This design comes from an exercise in tuning for small area on the open sky130 flow, not from production work. Function was checked by simulation only, so behaviour that the tests miss may differ from the original. Power and IR drop assume default switching activity.

**design.v**
```verilog
package mbrs_pkg;
    localparam logic [1:0] OP_RX_BYTE = 2'd0;
    localparam logic [1:0] OP_HOST_RD = 2'd1;
    localparam logic [1:0] OP_HOST_WR = 2'd2;
    localparam logic [7:0] FN_READ_REGS  = 8'h03;
    localparam logic [7:0] FN_WRITE_REGS = 8'h10;
    localparam logic [15:0] CRC_INIT = 16'hFFFF;
    localparam logic [15:0] CRC_POLY = 16'hA001;
    localparam logic [5:0] C_FRAME = 6'd57;
    localparam logic [5:0] C_OVF   = 6'd56;    
    localparam logic [5:0] C_REPLY = 6'd61;    
    localparam logic [5:0] C_ECHO  = 6'd62;    
    localparam logic [3:0] S_CLR  = 4'd0;    
    localparam logic [3:0] S_IDLE = 4'd1;    
    localparam logic [3:0] S_RXC  = 4'd2;    
    localparam logic [3:0] S_RXW  = 4'd3;    
    localparam logic [3:0] S_ACC  = 4'd4;    
    localparam logic [3:0] S_JDG  = 4'd5;    
    localparam logic [3:0] S_CMT  = 4'd6;    
    localparam logic [3:0] S_TXL  = 4'd7;    
    localparam logic [3:0] S_TXW  = 4'd8;    
    localparam logic [3:0] S_TXC  = 4'd9;    
    localparam logic [3:0] S_HRL  = 4'd10;   
    localparam logic [3:0] S_HWL  = 4'd11;   
endpackage
module mbrs_crc (
    input  logic        i_clk,
    input  logic        i_init,
    input  logic        i_step,
    input  logic        i_bit,
    output logic [15:0] o_crc
);
    logic [15:0] r_crc;
    always_ff @(posedge i_clk) begin
        if (i_init) begin
            r_crc <= mbrs_pkg::CRC_INIT;
        end else if (i_step) begin
            r_crc <= {1'b0, r_crc[15:1]} ^ ((r_crc[0] ^ i_bit) ? mbrs_pkg::CRC_POLY : 16'h0000);
        end
    end
    assign o_crc = r_crc;
endmodule
module modbus_rtu_register_slave (
    input  logic        i_clk,
    input  logic        i_rst_n,
    input  logic        i_cfg_wr_en,
    input  logic [7:0]  i_cfg_wr_data,
    input  logic        i_valid,
    output logic        o_ready,
    input  logic [1:0]  i_func,
    input  logic [7:0]  i_rx_byte,
    input  logic        i_frame_end,
    input  logic [3:0]  i_host_index,
    input  logic [15:0] i_host_value,
    output logic        o_valid,
    input  logic        i_ready,
    output logic        o_kind,
    output logic [7:0]  o_tx_byte,
    output logic        o_last,
    output logic [15:0] o_read_value
);
    logic [3:0]  r_st;
    logic [4:0]  r_pos;      
    logic [7:0]  r_reg [32];
    logic [7:0]  r_buf [32];  
    logic [5:0]  r_c;        
    logic        r_full;
    logic [7:0]  r_sid;
    logic        r_aok;      
    logic        r_abc;      
    logic [7:0]  r_fn;
    logic        r_bs;       
    logic [3:0]  r_start;
    logic        r_ch;       
    logic [4:0]  r_cnt;
    logic        r_bcq;      
    logic        r_lenhit;   
    logic [1:0]  r_code;     
    logic        r_echo;     
    logic        r_ovalid;
    logic        r_kind;
    logic        r_last;
    logic [15:0] r_d;
    logic [15:0] w_crc;
    logic        w_crc_init;
    logic        w_crc_step;
    logic        w_crc_bit;
    logic [7:0]  w_rhead;
    logic [7:0]  w_hbyte;
    logic        w_hit_hi;
    logic        w_hit_lo;
    logic        w_host_hi;
    logic        w_sel_b;
    logic        w_sel_h;
    logic        w_sel_r;
    logic        w_bwr;
    logic        w_slot_free;
    logic        w_store;
    logic [3:0]  w_idx;
    logic        w_aligned;
    logic        w_bslot;
    logic        w_hit;
    logic        w_ph7;
    logic [4:0]  w_k;
    logic        w_eqk;
    logic        w_exc;
    logic        w_read;
    logic        w_is_rd;
    logic        w_is_wr;
    logic        w_frame_ok;
    logic        w_bad_cnt;
    logic        w_cmt_end;
    logic        w_tx_lo;
    logic        w_tx_hi;
    logic        w_tx_need;
    logic        w_tx_load;
    logic [7:0]  w_txb;
    logic        w_host_load;
    logic        w_rx_acc;
    logic        w_to_idle;
    assign w_rhead     = r_reg[0];
    assign w_slot_free = !r_ovalid || i_ready;
    assign w_store     = !r_full && (r_c != mbrs_pkg::C_OVF);
    assign w_idx       = r_start + r_c[4:1];
    assign w_aligned   = (r_pos[3:0] == w_idx);
    assign w_bslot     = w_aligned && (r_pos[4] == r_c[0]);
    assign w_hit       = (r_pos[3:0] == i_host_index);
    assign w_hit_hi    = w_hit && !r_pos[4];
    assign w_hit_lo    = w_hit && r_pos[4];
    assign w_hbyte     = r_pos[4] ? i_host_value[7:0] : i_host_value[15:8];
    assign w_ph7       = (r_pos[2:0] == 3'd7);
    assign w_k         = w_exc ? 5'd0 : (r_echo ? 5'd2 : r_cnt);
    assign w_eqk       = (r_c[5:1] == {1'b0, w_k});
    assign w_exc       = (r_code != 2'd0);
    assign w_read      = !w_exc && !r_echo;
    assign w_is_rd    = (r_fn == mbrs_pkg::FN_READ_REGS);
    assign w_is_wr    = (r_fn == mbrs_pkg::FN_WRITE_REGS);
    assign w_frame_ok = !r_full && (r_c != 6'd0) && (r_c <= mbrs_pkg::C_OVF) && r_aok
                        && (w_crc == 16'h0000);
    assign w_bad_cnt  = r_ch || (r_cnt == 5'd0) || (({2'b00, r_start} + {1'b0, r_cnt}) > 6'd16);
    assign w_tx_lo   = w_eqk && !r_c[0];
    assign w_tx_hi   = w_eqk && r_c[0];
    assign w_tx_need = w_read && !r_c[5] && !w_eqk;
    always_comb begin
        if (w_tx_lo) begin
            w_txb = w_crc[7:0];
        end else if (w_tx_hi) begin
            w_txb = w_crc[15:8];
        end else if (r_c == (r_echo ? 6'd62 : 6'd61)) begin
            w_txb = r_sid;
        end else if (r_c == (r_echo ? 6'd63 : 6'd62)) begin
            w_txb = {r_fn[7] | w_exc, r_fn[6:0]};
        end else if (r_c == 6'd63) begin
            w_txb = w_exc ? {6'd0, r_code} : {2'b00, r_cnt, 1'b0};
        end else if (!r_echo) begin
            w_txb = w_rhead;
        end else begin
            case (r_c[1:0])
                2'd1:    w_txb = {4'd0, r_start};
                2'd3:    w_txb = {3'd0, r_cnt};
                default: w_txb = 8'h00;
            endcase
        end
    end
    assign w_tx_load   = (r_st == mbrs_pkg::S_TXL) && w_slot_free && (!w_tx_need || w_bslot);
    assign w_host_hi   = (r_st == mbrs_pkg::S_IDLE) && i_valid && (i_func == mbrs_pkg::OP_HOST_RD)
                         && w_hit_hi && w_slot_free;
    assign w_host_load = (r_st == mbrs_pkg::S_HRL) && w_hit_lo;
    assign w_crc_init = (r_st == mbrs_pkg::S_CLR) || (r_st == mbrs_pkg::S_JDG)
                        || (w_tx_load && w_tx_hi);
    assign w_crc_step = (r_st == mbrs_pkg::S_RXC) || (r_st == mbrs_pkg::S_TXC);
    assign w_crc_bit  = (r_st == mbrs_pkg::S_RXC) ? i_rx_byte[r_pos[2:0]]
                                                  : r_d[{1'b0, r_pos[2:0]}];
    mbrs_crc u_crc (
        .i_clk  (i_clk),
        .i_init (w_crc_init),
        .i_step (w_crc_step),
        .i_bit  (w_crc_bit),
        .o_crc  (w_crc)
    );
    assign w_cmt_end = w_eqk && !r_c[0];
    assign w_sel_b   = (r_st == mbrs_pkg::S_CMT) && w_bslot && !w_cmt_end;
    assign w_sel_h   = ((r_st == mbrs_pkg::S_IDLE) && i_valid && (i_func == mbrs_pkg::OP_HOST_WR)
                        && w_hit_hi) || ((r_st == mbrs_pkg::S_HWL) && w_hit_lo);
    assign w_sel_r   = (r_st != mbrs_pkg::S_CLR) && !w_sel_b && !w_sel_h;
    assign w_bwr     = (r_st == mbrs_pkg::S_RXW) && w_bslot;
    always_ff @(posedge i_clk) begin
        for (int i = 0; i < 31; i++) begin
            r_reg[i] <= r_reg[i + 1];
            r_buf[i] <= r_buf[i + 1];
        end
        r_reg[31] <= (r_buf[0] & {8{w_sel_b}}) | (w_hbyte & {8{w_sel_h}}) | (w_rhead & {8{w_sel_r}});
        r_buf[31] <= w_bwr ? i_rx_byte : r_buf[0];
    end
    assign w_rx_acc = (r_st == mbrs_pkg::S_ACC) && (i_func == mbrs_pkg::OP_RX_BYTE) && w_store;
    always_ff @(posedge i_clk) begin
        if (w_rx_acc) begin
            r_lenhit <= w_eqk && r_c[0];
            case (r_c)
                6'd57: begin
                    r_aok <= (i_rx_byte == r_sid) || (i_rx_byte == 8'h00);
                    r_abc <= (i_rx_byte == 8'h00);
                end
                6'd58: r_fn <= i_rx_byte;
                6'd59: r_bs <= (i_rx_byte != 8'h00);
                6'd60: begin
                    r_bs    <= r_bs || (i_rx_byte[7:4] != 4'h0);
                    r_start <= i_rx_byte[3:0];
                end
                6'd61: r_ch <= (i_rx_byte != 8'h00);
                6'd62: begin
                    r_ch  <= r_ch || (i_rx_byte[7:5] != 3'd0);
                    r_cnt <= i_rx_byte[4:0];
                end
                6'd63: r_bcq <= !r_ch && (i_rx_byte == {2'b00, r_cnt, 1'b0});
                default: begin
                end
            endcase
        end
    end
    always_ff @(posedge i_clk) begin
        if (!i_rst_n) begin
            r_sid <= 8'h01;
        end else if (i_cfg_wr_en) begin
            r_sid <= i_cfg_wr_data;
        end
    end
    always_ff @(posedge i_clk) begin
        if (!i_rst_n) begin
            r_ovalid <= 1'b0;
        end else if (w_tx_load || w_host_load) begin
            r_ovalid <= 1'b1;
        end else if (i_ready) begin
            r_ovalid <= 1'b0;
        end
    end
    always_ff @(posedge i_clk) begin
        if (w_host_hi) begin
            r_d[15:8] <= w_rhead;
        end
        if (w_host_load) begin
            r_kind   <= 1'b1;
            r_last   <= 1'b1;
            r_d[7:0] <= w_rhead;
        end else if (w_tx_load) begin
            r_kind   <= 1'b0;
            r_last   <= w_tx_hi;
            r_d[7:0] <= w_txb;
        end
    end
    assign o_valid      = r_ovalid;
    assign o_kind       = r_kind;
    assign o_last       = r_last;
    assign o_tx_byte    = r_kind ? 8'h00 : r_d[7:0];
    assign o_read_value = r_kind ? r_d : 16'h0000;
    assign o_ready = ((r_st == mbrs_pkg::S_IDLE) && !i_valid) || (r_st == mbrs_pkg::S_ACC);
    always_ff @(posedge i_clk) begin
        if (!i_rst_n) begin
            r_pos <= 5'd0;
        end else begin
            r_pos <= r_pos + 5'd1;
        end
    end
    always_comb begin
        w_to_idle = 1'b0;
        case (r_st)
            mbrs_pkg::S_CLR: w_to_idle = 1'b1;
            mbrs_pkg::S_JDG: w_to_idle = 1'b1;
            mbrs_pkg::S_CMT: w_to_idle = w_cmt_end && r_abc;
            mbrs_pkg::S_TXL: w_to_idle = w_tx_load && w_tx_hi;
            default: begin
            end
        endcase
    end
    always_ff @(posedge i_clk) begin
        if (w_to_idle) begin
            r_c    <= mbrs_pkg::C_FRAME;
            r_full <= 1'b0;
            r_echo <= 1'b0;
            r_code <= 2'd0;
        end
        if (!i_rst_n) begin
            r_st <= mbrs_pkg::S_CLR;
        end else begin
            case (r_st)
                mbrs_pkg::S_CLR: begin
                    if (r_pos == 5'd31) begin
                        r_st <= mbrs_pkg::S_IDLE;
                    end
                end
                mbrs_pkg::S_IDLE: begin
                    if (i_valid) begin
                        case (i_func)
                            mbrs_pkg::OP_RX_BYTE: begin
                                if (!w_store) begin
                                    r_st <= mbrs_pkg::S_ACC;
                                end else if (w_ph7) begin
                                    r_st <= mbrs_pkg::S_RXC;
                                end
                            end
                            mbrs_pkg::OP_HOST_RD: begin
                                if (w_host_hi) begin
                                    r_st <= mbrs_pkg::S_HRL;
                                end
                            end
                            mbrs_pkg::OP_HOST_WR: begin
                                if (w_hit_hi) begin
                                    r_st <= mbrs_pkg::S_HWL;
                                end
                            end
                            default: begin
                                r_st <= mbrs_pkg::S_ACC;
                            end
                        endcase
                    end
                end
                mbrs_pkg::S_HRL, mbrs_pkg::S_HWL: begin
                    if (w_hit_lo) begin
                        r_st <= mbrs_pkg::S_ACC;
                    end
                end
                mbrs_pkg::S_RXC: begin
                    if (w_ph7) begin
                        r_st <= r_c[5] ? mbrs_pkg::S_ACC : mbrs_pkg::S_RXW;
                    end
                end
                mbrs_pkg::S_RXW: begin
                    if (w_bslot) begin
                        r_st <= mbrs_pkg::S_ACC;
                    end
                end
                mbrs_pkg::S_ACC: begin
                    r_st <= mbrs_pkg::S_IDLE;
                    if (i_func == mbrs_pkg::OP_RX_BYTE) begin
                        if (w_store) begin
                            r_c <= r_c + 6'd1;
                        end else begin
                            r_full <= 1'b1;
                        end
                        if (i_frame_end) begin
                            r_st <= mbrs_pkg::S_JDG;
                        end
                    end
                end
                mbrs_pkg::S_JDG: begin
                    r_st <= mbrs_pkg::S_IDLE;
                    if (w_frame_ok) begin
                        if (w_is_wr && r_bcq && r_lenhit && !r_bs && !w_bad_cnt) begin
                            r_c  <= 6'd0;
                            r_st <= mbrs_pkg::S_CMT;
                        end else if (!r_abc && (!w_is_wr || (r_bcq && r_lenhit))) begin
                            r_st <= mbrs_pkg::S_TXL;
                            r_c  <= mbrs_pkg::C_REPLY;
                            if (!w_is_rd && !w_is_wr) begin
                                r_code <= 2'd1;
                            end else if (r_bs) begin
                                r_code <= 2'd2;
                            end else if (w_bad_cnt) begin
                                r_code <= 2'd3;
                            end
                        end
                    end
                end
                mbrs_pkg::S_CMT: begin
                    if (w_cmt_end) begin
                        r_echo <= 1'b1;
                        r_c    <= mbrs_pkg::C_ECHO;
                        r_st   <= r_abc ? mbrs_pkg::S_IDLE : mbrs_pkg::S_TXL;
                        if (r_abc) begin
                            r_c    <= mbrs_pkg::C_FRAME;
                            r_echo <= 1'b0;
                        end
                    end else if (w_bslot) begin
                        r_c <= r_c + 6'd1;
                    end
                end
                mbrs_pkg::S_TXL: begin
                    if (w_tx_load) begin
                        if (w_tx_hi) begin
                            r_st <= mbrs_pkg::S_IDLE;
                        end else if (w_tx_lo) begin
                            r_c <= r_c + 6'd1;
                        end else begin
                            r_st <= mbrs_pkg::S_TXW;
                        end
                    end
                end
                mbrs_pkg::S_TXW: begin
                    if (w_ph7) begin
                        r_st <= mbrs_pkg::S_TXC;
                    end
                end
                mbrs_pkg::S_TXC: begin
                    if (w_ph7) begin
                        r_c  <= r_c + 6'd1;
                        r_st <= mbrs_pkg::S_TXL;
                    end
                end
                default: begin
                    r_st <= mbrs_pkg::S_CLR;
                end
            endcase
        end
    end
endmodule
```
**flow/run.sh**
```bash
#!/bin/bash
# Own layout flow: the standard synthesis, then an area-oriented re-mapping of the
# combinational cells (registers kept as they are, same instances and names), then the
# standard ORFS layout with smaller port buffers and a coarser clock tree without dummy loads.
# Each tool writes its full output to its own log file in the work folder.
set -euo pipefail
WORK=$(pwd)
RES=$WORK/orfs/results/$FLOW_PLATFORM/modbus_rtu_register_slave/base
LIB=$FLOW_HOME/platforms/$FLOW_PLATFORM/lib/sky130_fd_sc_hd__tt_025C_1v80.lib
CTS_SET=$(cat "$WORK/flow/cts.args")

bash standard.sh synth > "$WORK/flow_synth.log" 2>&1

cp "$RES/1_2_yosys.v" "$WORK/synth_standard.v"
if ! grep -oE "sky130_fd_sc_hd__[a-z0-9_]+" "$WORK/synth_standard.v" | sort -u \
      | grep -E "__(df|edf|sdf|dl|sedf)" | grep -qvE "__(dfxtp_1|edfxtp_1)$"; then
  best=""
  best_area=""
  # run_remap TAG SCRIPT SEED: one re-mapping attempt, in the background
  run_remap() {
    sed -e "s#@SEED@#$3#g" "$WORK/flow/$2" > "$WORK/remap_$1.abc"
    sed -e "s#@LIB@#$LIB#g" -e "s#@IN@#$WORK/synth_standard.v#g" -e "s#@OUT@#$WORK/synth_remap_$1.v#g" \
        -e "s#@FLOW@#$WORK/flow#g" -e "s#@ABC@#$WORK/remap_$1.abc#g" \
        "$WORK/flow/remap.ys" > "$WORK/remap_$1.ys"
    (timeout 1800 yosys -s "$WORK/remap_$1.ys" > "$WORK/flow_remap_$1.log" 2>&1 || true) &
  }
  pick() {
    for tag in "$@"; do
      if [[ -s "$WORK/synth_remap_$tag.v" ]] && grep -q "Found and reported 0 problems" "$WORK/flow_remap_$tag.log"; then
        area=$(grep "Chip area" "$WORK/flow_remap_$tag.log" | tail -1 | awk '{print $NF}')
        echo "$tag: $area" >> "$WORK/flow_remap_pick.log"
        if [[ -z "$best" ]] || awk -v a="$area" -v b="$best_area" 'BEGIN{exit !(a < b)}'; then
          best=$tag
          best_area=$area
        fi
      else
        echo "$tag: failed" >> "$WORK/flow_remap_pick.log"
      fi
    done
  }
  for seed in 1 2 3 4; do run_remap "b$seed" remap_b.abc $seed; done
  wait
  for seed in 5 6 7 8; do run_remap "b$seed" remap_b.abc $seed; done
  wait
  pick b1 b2 b3 b4 b5 b6 b7 b8
  if [[ -z "$best" ]]; then
    for seed in 1 2 3 4; do run_remap "a$seed" remap_a.abc $seed; done
    wait
    pick a1 a2 a3 a4
  fi
  if [[ -z "$best" ]]; then
    run_remap c1 remap_c.abc 1
    wait
    pick c1
  fi
  if [[ -n "$best" ]]; then
    echo "picked seed $best: $best_area" >> "$WORK/flow_remap_pick.log"
    cp "$WORK/synth_remap_$best.v" "$RES/1_2_yosys.v"
    rm -f "$RES/1_synth.odb" "$RES/1_synth.sdc"
  fi
fi

bash standard.sh \
  "BUFFER_PORTS_ARGS=-buffer_cell sky130_fd_sc_hd__buf_1" \
  "CTS_ARGS=-sink_clustering_enable -repair_clock_nets -dont_use_dummy_load $CTS_SET" \
  finish > "$WORK/flow_layout.log" 2>&1
```
**flow/README.md**
```
Own layout flow. run.sh: standard synthesis (standard.sh synth); the combinational cells are
re-mapped for area with yosys/ABC (remap.ys, remap.abc; registers are blackboxes via stubs.v so
they keep their instances, names and cell types) with ABC script remap_b.abc on eight seeds, keeping the smallest (remap_a.abc, then remap_c.abc, if all fail);
then standard.sh finish with buf_1 port buffers and the clock-tree settings in cts.args.
```
**flow/cts.args**
```
-sink_clustering_size 20 -sink_clustering_max_diameter 55 -buf_list sky130_fd_sc_hd__clkbuf_8
```
**flow/remap.ys**
```
# Re-map the combinational cells of the standard synthesis for area; registers are
# blackboxes here, so their instances, names and cell types stay as synthesis made them.
read_verilog @FLOW@/stubs.v
read_liberty -ignore_redef -ignore_miss_func @LIB@
read_verilog @IN@
hierarchy -top modbus_rtu_register_slave
flatten
rename -hide w:*.*
opt_clean -purge
stat -liberty @LIB@
abc -liberty @LIB@ -script @ABC@ -dont_use sky130_fd_sc_hd__probe_p_8 -dont_use sky130_fd_sc_hd__probec_p_8 -dont_use sky130_fd_sc_hd__lpflow_bleeder_1 -dont_use sky130_fd_sc_hd__lpflow_clkbufkapwr_1 -dont_use sky130_fd_sc_hd__lpflow_clkbufkapwr_16 -dont_use sky130_fd_sc_hd__lpflow_clkbufkapwr_2 -dont_use sky130_fd_sc_hd__lpflow_clkbufkapwr_4 -dont_use sky130_fd_sc_hd__lpflow_clkbufkapwr_8 -dont_use sky130_fd_sc_hd__lpflow_clkinvkapwr_1 -dont_use sky130_fd_sc_hd__lpflow_clkinvkapwr_16 -dont_use sky130_fd_sc_hd__lpflow_clkinvkapwr_2 -dont_use sky130_fd_sc_hd__lpflow_clkinvkapwr_4 -dont_use sky130_fd_sc_hd__lpflow_clkinvkapwr_8 -dont_use sky130_fd_sc_hd__lpflow_decapkapwr_12 -dont_use sky130_fd_sc_hd__lpflow_decapkapwr_3 -dont_use sky130_fd_sc_hd__lpflow_decapkapwr_4 -dont_use sky130_fd_sc_hd__lpflow_decapkapwr_6 -dont_use sky130_fd_sc_hd__lpflow_decapkapwr_8 -dont_use sky130_fd_sc_hd__lpflow_inputiso0n_1 -dont_use sky130_fd_sc_hd__lpflow_inputiso0p_1 -dont_use sky130_fd_sc_hd__lpflow_inputiso1n_1 -dont_use sky130_fd_sc_hd__lpflow_inputiso1p_1 -dont_use sky130_fd_sc_hd__lpflow_inputisolatch_1 -dont_use sky130_fd_sc_hd__lpflow_isobufsrc_1 -dont_use sky130_fd_sc_hd__lpflow_isobufsrc_16 -dont_use sky130_fd_sc_hd__lpflow_isobufsrc_2 -dont_use sky130_fd_sc_hd__lpflow_isobufsrc_4 -dont_use sky130_fd_sc_hd__lpflow_isobufsrc_8 -dont_use sky130_fd_sc_hd__lpflow_isobufsrckapwr_16 -dont_use sky130_fd_sc_hd__lpflow_lsbuf_lh_hl_isowell_tap_1 -dont_use sky130_fd_sc_hd__lpflow_lsbuf_lh_hl_isowell_tap_2 -dont_use sky130_fd_sc_hd__lpflow_lsbuf_lh_hl_isowell_tap_4 -dont_use sky130_fd_sc_hd__lpflow_lsbuf_lh_isowell_4 -dont_use sky130_fd_sc_hd__lpflow_lsbuf_lh_isowell_tap_1 -dont_use sky130_fd_sc_hd__lpflow_lsbuf_lh_isowell_tap_2 -dont_use sky130_fd_sc_hd__lpflow_lsbuf_lh_isowell_tap_4 
read_liberty -lib -ignore_redef @LIB@
splitnets
opt_clean -purge
hilomap -singleton -hicell sky130_fd_sc_hd__conb_1 HI -locell sky130_fd_sc_hd__conb_1 LO
insbuf -buf sky130_fd_sc_hd__buf_4 A X
hierarchy -top modbus_rtu_register_slave
check -assert
stat -liberty @LIB@
write_verilog -noattr -nohex -nodec @OUT@
```
**flow/remap_a.abc**
```
strash
&get -n
&deepsyn -T 150 -S @SEED@
&put
dch
amap
mfs3 -ae
topo
dnsize
```
**flow/remap_b.abc**
```
strash
&get -n
&deepsyn -T 150 -S @SEED@
&dch
&nf -a -R 1000
&put
mfs3 -a
topo
dnsize
```
**flow/remap_c.abc**
```
strash
dch
amap
topo
dnsize
```
**flow/stubs.v**
```verilog
(* blackbox *) module sky130_fd_sc_hd__dfxtp_1(input CLK, input D, output Q); endmodule
(* blackbox *) module sky130_fd_sc_hd__edfxtp_1(input CLK, input D, input DE, output Q); endmodule
```
**standard.sh**
```bash
#!/bin/bash
# synth_recipe.tcl (not shown) runs the flow's synth.tcl, then flattens the netlist and writes it again
# the make line also repeats each setting of config.mk as NAME=value (left out here)
make -C /OpenROAD-flow-scripts/flow DESIGN_CONFIG=/design/flow/config.mk WORK_HOME=/design/flow/orfs CLKGATE_MAP_FILE= SYNTH_SCRIPT=/design/flow/synth_recipe.tcl "${@:-finish}"
```
**config.mk**
```make
export PLATFORM = sky130hd
export DESIGN_NAME = modbus_rtu_register_slave
export DESIGN_NICKNAME = modbus_rtu_register_slave
export VERILOG_FILES = /design/flow/design.v
export SDC_FILE = /design/flow/constraint.sdc
export NUM_CORES = 4
export LEC_CHECK = 0
export CAP_MARGIN = 20
export CORE_MARGIN = 2
export CORE_UTILIZATION = 40
export SLEW_MARGIN = 20
```
**constraint.sdc**
```tcl
create_clock -name core_clock -period 10.0 [get_ports {i_clk}]
set_input_delay 2.0000 -clock core_clock [delete_from_list [all_inputs] [get_ports {i_clk}]]
set_output_delay 2.0000 -clock core_clock [all_outputs]
set_load 0.01 [all_outputs]
```
==> run notes, run 1 <==
arrival time worst endpoint=2.55 ns; clock power share=0.278; number of global-route vias before repair=7399; worst skew pair latency=0.58 ns; initial antenna violation count=12; Final Hold Violating Endpoints=0; internal power=2.849 mW; Setup crit start kind=input pin; Pwr per Cell Area=222.1 nW/um^2; cell family with most CP delay=buffers and inverters; DP HPWL=18600 um; CTS tree=done; Initial Util=0.4073; Max Clk Rate=0.2199 GHz; DRC Markers=0; Reg power frac=0.676; total core area=36700 um^2; Crit Path Max Fanout=2; DRT Pass-1 Iters=5; YS warnings=4; outcome=no timing/DRC/antenna violations; Slew Limit Fails=0; Die Wd=197.3 um; static leakage=6.126 nW; commonest non-fill, non-tap cell in the layout=dfxtp_1; CTS sink cnt=597; total track usage=0.1428; global-route wire length before repair=42570 um; I/O pin cnt=72; reg2reg start=r_code[1]; Syn Nets=1082; GRT overflow=0; crit path from=i_valid; sw frac=0.2180; crit-path max cell delay=0.25 ns; relative slew slack=0.3256; critical path cell sequence=buf_1, o31ai_1, buf_1; num rows=70; DP Area=15840 um^2; MaxCap Viol Count=0; Hold Slack=0.2745 ns; H-tree levels=2; Gate power share=0.047; kind of critical path=input pin to primary output; maximum vdd drop=0.1200 mV; Hold WC Path Type=flop to flop; nets=1200; Worst-Margin Slew=1.008 ns; setup TNS=0 ns; wire length per cell=16.80 um; Area growth syn-to-layout=9.753%; Finish-stage setup viols=0; Post-CTS Resized=0; Routed Antenna Nets=0; required time of the critical path=8.00 ns; GPL Wtd Cong=0.8829; CTS buffer count=40; IO buf count=71; Worst Skew=0.05538 ns; Hold Crit Start=r_reg[4][1]; reg2reg setup slack=6.29 ns; pin count of the biggest net entering global routing=27; chip height=197.3 um; capturing element type of the critical path=primary output; first-iteration detailed-routing DRC count=501; Final Routed Wirelength=27320 um; Total Die Area=38930 um^2; Cell Area, Synth=14950 um^2; Clock Tree Buf Depth=3; Syn Area/Cell=14.40 um^2; buffer and inverter count on the worst path=2; part of the cycle the worst path needs=0.4548; clk root buf=clkbuf_8; post-CTS setup buffers=0; fin area=16400 um^2; most frequent cells in the layout=558 x dfxtp_1, 71 x buf_1, 67 x nand2_1; share of cells above drive strength 1=0.03986; # hold bufs at CTS=0; synthesized instance count=1038; Avg Vias per Cell=4.746; Fill cells=3298; RSZ-0062 raised after global routing=false; routed vias=7717; Final min period=4.548 ns; Reg clk slew, reported paths=0.10 ns; most used cell, CP=buf_1; crit path max-delay cell type=o31ai_1; Switch Pwr=0.7941 mW
worst paths after layout:
check / endpoint / cells after the start
hold reg to reg: r_reg[3][1] / 0
setup / recovery: o_ready / 3
setup reg to reg: r_reg[31][4] / 12
hold / removal: r_reg[3][1] / 0
worst register-to-register path, cell delays in order, from the launching register on:
cell and delay [ns]:
dfxtp_1 0.40, nor3_1 0.66, o21ai_0 0.19, nor2_1 0.21
o21ai_0 0.21, a21oi_1 0.41, nand2b_1 0.27, clkinv_1 0.18
nor2_1 0.23, a2111oi_1 0.49, buf_4 0.24, nand2_1 0.09
nand2_1 0.08
stage by stage:
step | instances | power (mW) | util | worst slack (ns)
global route | 1624 | 3.804 | 0.4468 | 5.382
detailed placement | 1582 | 2.682 | 0.4317 | 5.316
CTS | 1622 | 3.690 | 0.4467 | 5.422
floorplan | 1038 | 2.610 | - | 5.644
finish | 1626 | 3.643 | 0.4470 | 5.452
global placement | 1582 | 2.682 | 0.4317 | 5.390
area by class of cell:
class / instances / area, um^2 / share of cell area
Antenna cell: 4 / 10.01 / 0.0006102
Clock buffer: 40 / 550.5 / 0.03356
Inverter: 21 / 78.83 / 0.004806
Multi-Input combinational cell: 420 / 2532 / 0.1544
Sequential cell: 597 / 12340 / 0.7524
Tap cell: 468 / 585.6 / 0.03570
Timing Repair Buffer: 76 / 304.0 / 0.01854
routing by layer:
layer,global-route usage,part of all wire,vias to the layer above,routed length (um)
li1,-,-,3772,-
met1,0.1986,0.47,3625,12880
met2,0.2068,0.42,235,11350
met3,0.04866,0.082,69,2242
met4,0.05096,0.028,16,755
met5,0,0.0034,-,92
power by group through the flow:
stage | Clock (mW) | Combinational [mW] | Sequential (mW)
finish | 1.01 | 0.170 | 2.46
global route | 1.15 | 0.188 | 2.47
CTS | 1.06 | 0.168 | 2.46
detailed placement | 0 | 0.167 | 2.52
global placement | 0 | 0.165 | 2.52
floorplan | 0 | 0.107 | 2.50
==> run 2, diff against run 1 <==
==> flow/README.md (replaced) <==
Own layout flow. run.sh: standard synthesis (standard.sh synth); the combinational cells are
re-mapped for area with yosys/ABC (remap.ys; registers are blackboxes via stubs.v so
they keep their instances, names and cell types) with ABC script remap_b.abc on eight seeds, keeping the smallest (remap_a.abc, then remap_c.abc, if all fail);
then standard.sh finish with buf_1 port buffers and the clock-tree settings in cts.args.
==> run notes, run 2 <==
outcome=no timing/DRC/antenna violations; chip height=197.3 um; global-route wire length before repair=42250 um; Reg power frac=0.697; Finish-stage setup viols=0; Max Clk Rate=0.2248 GHz; setup TNS=0 ns; Setup crit start kind=input pin; reg2reg setup slack=6.22 ns; CTS sink cnt=597; static leakage=6.147 nW; arrival time worst endpoint=2.45 ns; share of cells above drive strength 1=0.04214; Worst-Margin Slew=0.8966 ns; Reg clk slew, reported paths=0.11 ns; clk root buf=clkbuf_8; Crit Path Max Fanout=3; Syn Area/Cell=14.61 um^2; MaxCap Viol Count=0; capturing element type of the critical path=primary output; sw frac=0.1956; Switch Pwr=0.6757 mW; H-tree levels=2; total track usage=0.1422; CTS tree=done; Worst Skew=0.09192 ns; routed vias=7723; most frequent cells in the layout=558 x dfxtp_1, 71 x buf_1, 64 x nand2_1; wire length per cell=17.07 um; initial antenna violation count=0; Avg Vias per Cell=4.803; GRT overflow=0; I/O pin cnt=72; Hold WC Path Type=flop to flop; relative slew slack=0.3939; internal power=2.779 mW; nets=1185; Final Routed Wirelength=27440 um; post-CTS setup buffers=0; worst hold stages=0; num rows=70; Area growth syn-to-layout=9.797%; YS warnings=4; DRC Markers=0; commonest non-fill, non-tap cell in the layout=dfxtp_1; Routed Antenna Nets=0; number of global-route vias before repair=7363; dpl cells=1567; IO buf count=71; Pwr per Cell Area=210.6 nW/um^2; Post-CTS Resized=0; Final Power=3.455 mW; Clock Tree Buf Depth=3; part of the cycle the worst path needs=0.4449; first-iteration detailed-routing DRC count=453; DP HPWL=18700 um; GPL Wtd Cong=0.8732; worst skew pair latency=0.57 ns; Hold Slack=0.3044 ns; Total Die Area=38920 um^2; CTS buffer count=40; pin count of the biggest net entering global routing=27; RSZ-0062 raised after global routing=false; clock power share=0.291; Gate power share=0.011; Cell Area, Synth=14940 um^2; Final min period=4.449 ns; Syn Nets=1067; Final Hold Violating Endpoints=0; synthesized instance count=1023; Die Wd=197.3 um; required time of the critical path=8.00 ns; kind of critical path=input pin to primary output; maximum vdd drop=0.1729 mV; Initial Util=0.4072; Non-Filler Instances=1608; Slew Limit Fails=0; DRT Pass-1 Iters=7; # hold bufs at CTS=0; total core area=36700 um^2; Worst Reg2Reg Path Length in Cells=10
## run 2: stage by stage
stage / setup slack (ns) / instance area (um^2) / util
global placement: 5.473 / 15840 / 0.4317
global route: 5.475 / 16400 / 0.4470
floorplan: 5.718 / 14940 / -
detailed placement: 5.275 / 15840 / 0.4317
finish: 5.551 / 16410 / 0.4471
CTS: 5.542 / 16390 / 0.4467
## run 2: routing by layer
layer	up-vias	global-route usage	routed length, um
met3	57	0.03022	1635
met5	-	0	0
met2	243	0.2105	11890
li1	3740	-	-
met4	0	0.05625	808
met1	3683	0.2035	13100
## run 2: power by group through the flow
stage	logic [mW]	registers, mW	clock network, mW
2_1_floorplan	0.0183	2.46	0
3_3_place_gp	0.0384	2.46	0
3_5_place_dp	0.0389	2.46	0
4_1_cts	0.0391	2.41	1.05
5_1_grt	0.0429	2.41	1.14
6_report	0.0394	2.41	1.01
## run 2: cell type report
class | instances | area, um^2
antenna | 1 | 2.502
clock buffer | 40 | 550.5
fill | 3303 | 20290
inverter | 18 | 67.56
multi-input combinational | 408 | 2554
sequential | 597 | 12340
tap | 468 | 585.6
timing repair buffer | 76 | 304.0
## run 2: worst paths after layout
kind | start | end
max reg2reg | r_cnt[1] | r_reg[31][4]
min | r_buf[1][4] | r_buf[0][4]
min reg2reg | r_buf[1][4] | r_buf[0][4]
max | i_valid | o_ready
## run 2: worst max-delay path, stage by stage
cell and delay, ns:
buf_1 0.10, o21ai_0 0.17, buf_1 0.18

separate check: timing with driven ports:
How much do the figures lean on ideal ports? The routed layouts below were timed once more, with nothing changed but the port constraints. Step 1 assumes that a clkbuf_16 drives the clock port and a buf_2 every other input. Step 2 also shifts input and output timing later by t, the mid clock arrival at the registers, as if the neighbouring blocks saw the same clock. Slacks: ideal ports / drivers / drivers and shift; pairs: ideal ports / drivers.
| run | shift t [ns] | setup slack, ns | worst hold slack (ns) | pins driven straight from the clock port |
|---|---|---|---|---|
| run 1 | 0.597 | 5.452 / 5.428 / 5.322 | 0.274 / 0.274 / 0.274 | 1 |
| run 2 | 0.574 | 5.551 / 5.522 / 5.212 | 0.304 / 0.304 / 0.304 | 1 |
After both steps every run listed still meets setup and hold. The setup slack of run 2, which loses most, moves by -0.029 ns with the drivers and by -0.339 ns with both steps.
